Source: an optimization exercise on an open RTL-to-GDS flow (aim: small area, a short achievable clock period and few clock cycles). Production flows keep margins and buffers that such runs may drop.
Power is estimated from default activity; no workload was simulated.

==> flow/design.v <==
package wpp_pkg;
    localparam int MAX_WORD_LEN_DEF  = 8;
    localparam int MAX_DOC_CHARS_DEF = 65536;
    localparam int CH_W      = 8;
    localparam int CFG_W     = 64;
    localparam int CFG_IDX_W = 2;
    localparam int LEN_CFG_W = 4;
    localparam int DIST_W    = 18;
    localparam int QUEUE_DEPTH = 2;
    typedef enum logic [CFG_IDX_W-1:0] {
        CFG_FIRST_WORD,
        CFG_FIRST_LEN,
        CFG_SECOND_WORD,
        CFG_SECOND_LEN
    } t_cfg_idx;
    localparam logic [CH_W-1:0] CH_SPACE   = 8'h20;
    localparam logic [CH_W-1:0] CH_PERIOD  = 8'h2E;
    localparam logic [CH_W-1:0] CH_COMMA   = 8'h2C;
    localparam logic [CH_W-1:0] CH_LOWER_A = 8'h61;
    localparam logic [CH_W-1:0] CH_LOWER_Z = 8'h7A;
    localparam logic [CH_W-1:0] CASE_STEP  = 8'h20;
    typedef struct packed {
        logic close_a;        
        logic hit_a_first;
        logic hit_a_second;
        logic last;           
        logic hit_b_first;
        logic hit_b_second;
    } t_close_ctl;
    function automatic logic [CH_W-1:0] fold_case(input logic [CH_W-1:0] c);
        fold_case = (c >= CH_LOWER_A && c <= CH_LOWER_Z) ? c - CASE_STEP : c;
    endfunction
    function automatic logic is_delim(input logic [CH_W-1:0] c);
        is_delim = (c == CH_SPACE) || (c == CH_PERIOD) || (c == CH_COMMA);
    endfunction
endpackage
module wpp_front (
    input  logic [wpp_pkg::CH_W-1:0] i_ch,
    input  logic [wpp_pkg::CH_W-1:0] i_tgt,
    output logic                     o_eq
);
    logic t_letter;
    assign t_letter = (i_tgt[7:5] == 3'b010 || i_tgt[7:5] == 3'b011) &&
                      (i_tgt[4:0] != 5'd0) && (i_tgt[4:0] <= 5'd26);
    assign o_eq = (i_ch[7:6] == i_tgt[7:6]) && (i_ch[4:0] == i_tgt[4:0]) &&
                  ((i_ch[5] == i_tgt[5]) || t_letter);
endmodule
module wpp_back (
    input  logic        i_m1,        
    input  logic        i_m2,        
    input  logic [3:0]  i_len,       
    input  logic [3:0]  i_l1,        
    input  logic [3:0]  i_l2,        
    input  logic [17:0] i_mid,       
    input  logic        i_any,       
    input  logic        i_last_t,    
    input  logic [17:0] i_last_mid,  
    input  logic        i_found,     
    input  logic [17:0] i_best,      
    output logic        o_hit,       
    output logic        o_hit_t,     
    output logic        o_found,
    output logic [17:0] o_best
);
    logic        hit1, hit2, cand_v, take;
    logic [17:0] cand;
    assign hit1    = i_m1 && (i_len == i_l1);
    assign hit2    = !hit1 && i_m2 && (i_len == i_l2);
    assign o_hit   = hit1 || hit2;
    assign o_hit_t = hit2;
    assign cand_v  = o_hit && i_any && (i_last_t != hit2);
    assign cand    = i_mid - i_last_mid;
    assign take    = cand_v && (!i_found || cand < i_best);
    assign o_best  = take ? cand : i_best;
    assign o_found = i_found || cand_v;
endmodule
module word_pair_proximity_scanner (
    input  logic                          i_clk,
    input  logic                          i_rst_n,
    input  logic                          i_valid,
    output logic                          o_stall,
    input  logic [wpp_pkg::CH_W-1:0]      i_ch,
    input  logic                          i_is_final,
    output logic                          o_valid,
    input  logic                          i_stall,
    output logic                          o_found,
    output logic [wpp_pkg::DIST_W-1:0]    o_distance_x2,
    input  logic                          i_cfg_wr_en,
    input  logic [wpp_pkg::CFG_IDX_W-1:0] i_cfg_index,
    input  logic [wpp_pkg::CFG_W-1:0]     i_cfg_data
);
    localparam int PW = 17;   
    localparam int MW = 18;   
    logic [63:0] r_w1, r_w2;
    logic [3:0]  r_l1, r_l2;
    logic [PW-1:0] r_pos;     
    logic [MW-1:0] r_mid;     
    logic [3:0]    r_len;     
    logic          r_m1, r_m2;
    logic          r_fin;     
    logic          r_any;     
    logic          r_last_t;  
    logic [MW-1:0] r_last_mid;
    logic          r_found;   
    logic [MW-1:0] r_best;    
    logic          r_out_valid;
    logic [63:0] cfg_d;
    logic [3:0]  cfg_len_d;
    logic [3:0]  cfg_en;
    assign cfg_d     = i_cfg_data & {64{i_rst_n}};
    assign cfg_len_d = i_rst_n ? i_cfg_data[3:0] : 4'd1;
    always_comb begin
        for (int k = 0; k < 4; k++)
            cfg_en[k] = !i_rst_n || (i_cfg_wr_en && i_cfg_index == 2'(k));
    end
    always_ff @(posedge i_clk) begin
        if (cfg_en[0]) r_w1 <= cfg_d;
        if (cfg_en[1]) r_l1 <= cfg_len_d;
        if (cfg_en[2]) r_w2 <= cfg_d;
        if (cfg_en[3]) r_l2 <= cfg_len_d;
    end
    logic accept, close_out, cand_now;
    assign o_stall   = r_out_valid && (r_fin || cand_now);
    assign accept    = i_valid && !o_stall;
    assign close_out = r_fin && !r_out_valid;
    logic [3:0]    len_e;
    logic          m1_e, m2_e;
    logic          delim, eq1, eq2, short;
    logic [7:0]    tb1, tb2;
    logic [PW-1:0] pos_n;
    logic [MW-1:0] mid_nd;
    logic [3:0]    len_nd;
    assign len_e  = r_fin ? 4'd0 : r_len;
    assign m1_e   = r_fin || r_m1;
    assign m2_e   = r_fin || r_m2;
    assign delim  = wpp_pkg::is_delim(i_ch);
    assign tb1    = r_w1[{len_e[2:0], 3'b000} +: 8];
    assign tb2    = r_w2[{len_e[2:0], 3'b000} +: 8];
    wpp_front u_eq1 (.i_ch(i_ch), .i_tgt(tb1), .o_eq(eq1));
    wpp_front u_eq2 (.i_ch(i_ch), .i_tgt(tb2), .o_eq(eq2));
    assign short  = (len_e < 4'd8);
    assign len_nd = (len_e < 4'd9) ? len_e + 4'd1 : len_e;
    assign pos_n  = r_fin ? PW'(1) : (r_pos[PW-1] ? r_pos : r_pos + PW'(1));
    assign mid_nd = r_fin ? MW'(1) :
                    (r_len < 4'd9 && !r_mid[MW-1]) ? r_mid + MW'(1) : r_mid;
    logic          hit, hit_t, found_c;
    logic [MW-1:0] best_c;
    logic          hit_e1, hit_e2;
    wpp_back u_close (
        .i_m1(r_m1), .i_m2(r_m2), .i_len(r_len), .i_l1(r_l1), .i_l2(r_l2), .i_mid(r_mid),
        .i_any(r_any), .i_last_t(r_last_t), .i_last_mid(r_last_mid),
        .i_found(r_found), .i_best(r_best),
        .o_hit(hit), .o_hit_t(hit_t), .o_found(found_c), .o_best(best_c)
    );
    assign cand_now = hit && r_any && (r_last_t != hit_t);
    assign hit_e1 = (r_l1 == 4'd0);
    assign hit_e2 = !hit_e1 && (r_l2 == 4'd0);
    always_ff @(posedge i_clk) begin
        if (!i_rst_n) begin
            r_pos <= '0;
            r_mid <= '0;
            r_len <= '0;
            r_m1  <= 1'b1;
            r_m2  <= 1'b1;
            r_fin <= 1'b0;
        end else if (accept) begin
            r_pos <= pos_n;
            r_fin <= i_is_final;
            if (delim) begin
                r_mid <= {pos_n, 1'b0};
                r_len <= '0;
                r_m1  <= 1'b1;
                r_m2  <= 1'b1;
            end else begin
                r_mid <= mid_nd;
                r_len <= len_nd;
                r_m1  <= m1_e && short && eq1;
                r_m2  <= m2_e && short && eq2;
            end
        end else if (close_out) begin
            r_pos <= '0;
            r_mid <= '0;
            r_len <= '0;
            r_m1  <= 1'b1;
            r_m2  <= 1'b1;
            r_fin <= 1'b0;
        end
    end
    always_ff @(posedge i_clk) begin
        if (!i_rst_n) begin
            r_any      <= 1'b0;
            r_last_t   <= 1'b0;
            r_last_mid <= '0;
            r_found    <= 1'b0;
            r_best     <= '0;
        end else begin
            if (close_out) begin
                r_any      <= accept && delim && (hit_e1 || hit_e2);
                r_last_t   <= hit_e2;
                r_last_mid <= '0;
            end else if (accept && delim && hit) begin
                r_any      <= 1'b1;
                r_last_t   <= hit_t;
                r_last_mid <= r_mid;
            end
            if (close_out || (accept && delim && !r_out_valid)) begin
                r_found <= found_c;
                r_best  <= best_c;
            end else if (r_out_valid && !i_stall) begin
                r_found <= 1'b0;
                r_best  <= '0;
            end
        end
    end
    always_ff @(posedge i_clk) begin
        if (!i_rst_n) begin
            r_out_valid <= 1'b0;
        end else if (close_out) begin
            r_out_valid <= 1'b1;
        end else if (!i_stall) begin
            r_out_valid <= 1'b0;
        end
    end
    assign o_valid       = r_out_valid;
    assign o_found       = r_found;
    assign o_distance_x2 = r_best;
endmodule
clock: 11.0 ns
lec_check: 0
abc_clock_period_in_ps: 3000
cap_margin: 20
core_margin: 2
core_utilization: 40
slew_margin: 20
run.sh (not shown) runs the stock make flow with config.mk's settings and CLKGATE_MAP_FILE= SYNTH_SCRIPT=/design/flow/synth_recipe.tcl, a recipe that flattens the netlist after the stock synthesis.
Rerun with:
--- a/flow/config.mk
+++ b/flow/config.mk
@@ -7,3 +7,2 @@
 export LEC_CHECK = 0
-export ABC_CLOCK_PERIOD_IN_PS = 3000
 export CAP_MARGIN = 20
Result: Via count does not change. Count of clock-buffer cells in the layout does not change. Total power is unchanged. Global-route usage does not change. Routed wire length does not change. Worst setup slack does not change. Non-clock buffer count stays the same. Maximum frequency stays the same. First-iteration DRC count does not change. Area after synthesis is unchanged.
No run of this note included a check of the RTL's function; only the layout flow was run.

## separate check: timing with driven ports
No port has a modelled driver above. Below, the same layouts with a new extraction and two added sets of constraints.
Step 1 assumes that a clkbuf_16 drives the clock port and a buf_2 every other input.
Step 2 moves the port delays by t, midway between the first and last clock arrival at a register: inputs arrive t later, outputs are due t later. That takes back most of the time a late clock gives input paths.
a / b / c = ideal / step 1 / step 2; a / b = the first two.
run	shift t [ns]	slack for setup (ns)	hold slack, ns	worst setup path at the end	clock arrival spread, ns
the first run	0.579	5.949 / 5.899 / 5.893	0.450 / 0.450 / 0.450	input to register	0.021 / 0.020
the second run	0.579	5.949 / 5.899 / 5.893	0.450 / 0.450 / 0.450	input to register	0.021 / 0.020
After both steps setup and hold are still met in every run listed.
